This is an optimization exercise on Yosys and OpenROAD, whose aim is small area, a short achievable clock period and few clock cycles, not a production implementation. In this exercise RTL edits were held to simulation tests only and were not proved equivalent to the original. Power figures rest on the tool's default switching activity, not on a simulated workload.

Setup of job 2336:
Design agu_tile_stream, start of the top module:
module agu_tile_stream #(
  parameter int                    ADDR_WIDTH = 32,
  parameter int                    IDX_WIDTH  = 16,
  parameter int                    LANES      = 4,
  parameter int                    FIFO_DEPTH = 4,
  parameter logic [ADDR_WIDTH-1:0] NULL_ADDR  = '1
) (
  input  logic                  clk,
  input  logic                  rst,
  input  logic                  cfg_valid_i,
  output logic                  cfg_ready_o,
  input  logic [IDX_WIDTH-1:0]  mat_m_i, mat_k_i, mat_n_i,
  input  logic [IDX_WIDTH-1:0]  tm_i, tn_i, tk_i,
  input  logic [ADDR_WIDTH-1:0] base_a_i, base_b_i, base_c_i,
  input  logic [1:0]            elem_shift_i,
  input  logic                  tile_req_i,
  output logic                  tile_done_o,
  output logic                  all_tiles_done_o,
  output logic                  busy_o,
  output logic                  out_valid,
  input  logic                  out_ready,
  output logic [LANES*ADDR_WIDTH-1:0] out_addr,
  output logic [LANES-1:0]      out_null,
  output logic [1:0]            out_id,
  output logic                  out_last
);
Size in the first run: roughly 430 flip-flops, ~0.028 sq mm of cells after synthesis.
export LEC_CHECK = 0
export ABC_AREA = 1
export CAP_MARGIN = 0
export CORE_MARGIN = 2
export CORE_UTILIZATION = 55
export CTS_CLUSTER_DIAMETER = 100
export CTS_CLUSTER_SIZE = 20
export PLACE_DENSITY = 0.7
export SETUP_SLACK_MARGIN = 5
export SLEW_MARGIN = 0
create_clock -name core_clock -period 13.5 [get_ports {clk}]
standard.sh (not shown) runs the stock make flow with config.mk's settings and CLKGATE_MAP_FILE= SYNTH_SCRIPT=/design/flow/synth_recipe.tcl, a recipe that flattens the netlist after the stock synthesis.
==> flow/flow/run.sh <==
#!/bin/bash
# The standard layout (the standard.sh: its synthesis, floorplan, power grid,
# placement, CTS and routing unchanged), with one difference: the buffers that
# placement puts on every input and output port are sky130_fd_sc_hd__buf_1
# cells instead of the default delay-cell buffers.
set -euo pipefail
export BUFFER_PORTS_ARGS="-buffer_cell sky130_fd_sc_hd__buf_1"
bash standard.sh finish > flow_make.log 2>&1
Job 2336: flow completed, timing, DRC and antenna clean
Testbench counts of job 2336, summed over its fixed seeds: cycles 105,238.
### job 2336 -> job 5745
- CAP_MARGIN now 20, was 0
- SLEW_MARGIN now 20, was 0
Findings:
~same number of vias per cell in job 2336 and job 5745. Job 2336 -> job 5745: growth of design area from synthesis to finish flat. Between job 2336 and job 5745, the difference in via count is negligible.
For job 334, these inputs were changed with respect to job 5745:
- changing CTS_CLUSTER_DIAMETER from 100 to 130
==> comparison <==
- As far as maximum VDD drop is concerned, job 5745 and job 334 perform about the same.
- The final cell count of job 5745 and that of job 334 are within noise of each other.
- Total power: job 334 vs job 5745 — no meaningful difference
- Status: design area parity (job 5745, job 334)
- Relative to job 5745, number of iterations in the first detailed-routing pass increased by 1 in job 334.
- The global router's overall resource usage of job 334 and that of job 5745 are within noise of each other.
- Job 5745 -> job 334: worst setup margin flat
- ~same die area in job 334 and job 5745
- Compared with job 5745, in job 334 layout-stage area growth over the synthesis result roughly the same, aggregate routed wire length roughly the same.
Edits applied to the flow inputs when going from job 334 to job 2634:
- CTS_CLUSTER_DIAMETER: 130 -> 110
- CTS_CLUSTER_SIZE: 20 -> 24
--- outcome ---
Compared to job 334, job 2634 has power density over the cells about 0.44% lower. Going from job 334 to job 2634, sequential cell area fraction in the yosys report held steady; portion of the clock cycle consumed by the worst path in the final layout held steady. Going from job 334 to job 2634, number of ordinary inverters in the final layout has remained practically unchanged, data arrival time at the worst-slack endpoint has remained practically unchanged, flip-flop and latch power has remained practically unchanged, via density per instance has remained practically unchanged, worst hold slack across all endpoints has remained practically unchanged. Across both runs, total power after layout was lower for job 2634 than for job 334. Taking job 334 as the reference, in job 2634 shortest period the worst path allows flat, sink count of the clock tree comparable.

========
Setup of v5:
agu_tile_stream, a different RTL version from the one above (not shown whole).
Size in the first run: roughly 3700 cells after synthesis, ~0.029 sq mm of cells after synthesis.
==> flow/config.mk <==
export PLATFORM = sky130hd
export DESIGN_NAME = agu_tile_stream
export DESIGN_NICKNAME = agu_tile_stream
export VERILOG_FILES = /design/flow/design.v
export SDC_FILE = /design/flow/constraint.sdc
export NUM_CORES = 4
export LEC_CHECK = 0
export ABC_AREA = 1
export CAP_MARGIN = 20
export CORE_MARGIN = 2
export CORE_UTILIZATION = 55
export CTS_CLUSTER_DIAMETER = 80
export CTS_CLUSTER_SIZE = 30
export PLACE_DENSITY = 0.7
export SETUP_SLACK_MARGIN = 5
export SLEW_MARGIN = 20
==> flow/constraint.sdc <==
create_clock -name core_clock -period 13.5 [get_ports {clk}]
set_input_delay 2.7000 -clock core_clock [delete_from_list [all_inputs] [get_ports {clk}]]
set_output_delay 2.7000 -clock core_clock [all_outputs]
set_load 0.01 [all_outputs]
Scripts as last shown in full above: flow/flow/run.sh
v5 closes out successfully: all stages finished, all timing, DRC and antenna checks passed.
Testbench counts of v5, summed over its fixed seeds: cycles 105,238.
What v23 does differently from v5 at the input level:
Settings: clearing CTS_CLUSTER_SIZE, which used to be 30; clearing CTS_CLUSTER_DIAMETER, which used to be 80.
## What came out
Fraction of power consumed by combinational cells for v23 is lower than for v5.
Summary of v23 over v5: final period demand of the worst path has decreased; least setup slack across all paths after layout has increased; switching share of total power has decreased; clock-buffer cell count has increased; routed wire length has increased.
[inputs] v29 vs v23
Settings: setting CTS_CLUSTER_SIZE to 20 for the first time; setting CTS_CLUSTER_DIAMETER to 100 for the first time.
--- outcome ---
Relative to v23, combinational share of power has gone up in v29. v29 against v23: wire length on met2 lower; fraction of power consumed by the clock network lower; worst ir drop on vdd lower; global-route usage lower. The estimated power of v29 ends up lower than the estimate for v23. Any difference in pin count of the biggest net entering global routing between v23 and v29 is small enough to ignore. Share of the cycle needed by the critical path after routing: v23 vs v29 — no meaningful difference. | total non-filler cell area in the finished layout | v29 vs v23 | better |.
Input changes introduced in v14 (baseline for comparison: v29):
Settings: CTS_CLUSTER_SIZE removed (was 20); CTS_CLUSTER_DIAMETER removed (was 100).
==> flow/flow/run.sh <==
#!/bin/bash
# The standard layout (the standard.sh: its synthesis, floorplan, power grid,
# placement, CTS and routing unchanged), with one difference: the buffers that
# placement puts on every input and output port are sky130_fd_sc_hd__buf_2
# cells instead of the default delay-cell buffers.
set -euo pipefail
export BUFFER_PORTS_ARGS="-buffer_cell sky130_fd_sc_hd__buf_2"
bash standard.sh finish > flow_make.log 2>&1
The depth of the worst register-to-register path number comes out higher for v29 vs v14.
After synthesis and placement, the instance count of v14 is above that of v29.
Summary of the comparison: clock network area share is higher in v14, relative to v29.
Status: width of the chip parity (v14, v29)
When v14 is measured against v29, its clock tree skew after final layout turns out 0.013 ns lower.
Top layer used by detailed routing: met4 -> v14, met5 -> v29
[compare] base=v29 new=v14: slack of the critical path fell 0.078 ns, flip-flop and latch count ~0 delta, post-route cell area climbed 3.9%.
Compared with v29, top achievable clock speed in v14 decreased slightly.

==> separate check: timing with driven ports <==
The flow's constraints put no driver on any port. The routed layouts listed below were extracted and timed again, unchanged, in two steps. Step 1 assumes that a clkbuf_16 drives the clock port and a buf_2 every other input. Step 2 moves the port delays by t, midway between the first and last clock arrival at a register: inputs arrive t later, outputs are due t later. That takes back most of the time a late clock gives input paths. Slacks: ideal ports / drivers / drivers and shift; pairs: ideal ports / drivers.
run | shift t [ns] | slack for setup (ns) | clock arrival spread, ns | worst register clock-pin slew, ns | worst data-port slew with drivers (ns)
job 2336 | 0.640 | 7.732 / 7.701 / 7.701 | 0.028 / 0.028 | 0.11 / 0.11 | 0.06
job 5745 | 0.641 | 7.732 / 7.701 / 7.701 | 0.032 / 0.032 | 0.10 / 0.10 | 0.07
job 334 | 0.643 | 7.731 / 7.700 / 7.700 | 0.040 / 0.040 | 0.11 / 0.11 | 0.06
job 2634 | 0.627 | 7.730 / 7.700 / 7.700 | 0.036 / 0.037 | 0.11 / 0.11 | 0.07
v5 | 0.680 | 7.584 / 7.518 / 7.357 | 0.051 / 0.052 | 0.11 / 0.11 | 0.10
v23 | 0.664 | 7.593 / 7.530 / 7.313 | 0.026 / 0.026 | 0.07 / 0.07 | 0.11
v29 | 0.657 | 7.591 / 7.527 / 7.360 | 0.041 / 0.040 | 0.09 / 0.09 | 0.10
v14 | 0.652 | 7.513 / 7.513 / 7.297 | 0.030 / 0.030 | 0.07 / 0.07 | 0.08
After both steps every run listed still meets setup and hold. For v23, which loses most, drivers alone change the setup slack by -0.063 ns; drivers and shift together by -0.280 ns.
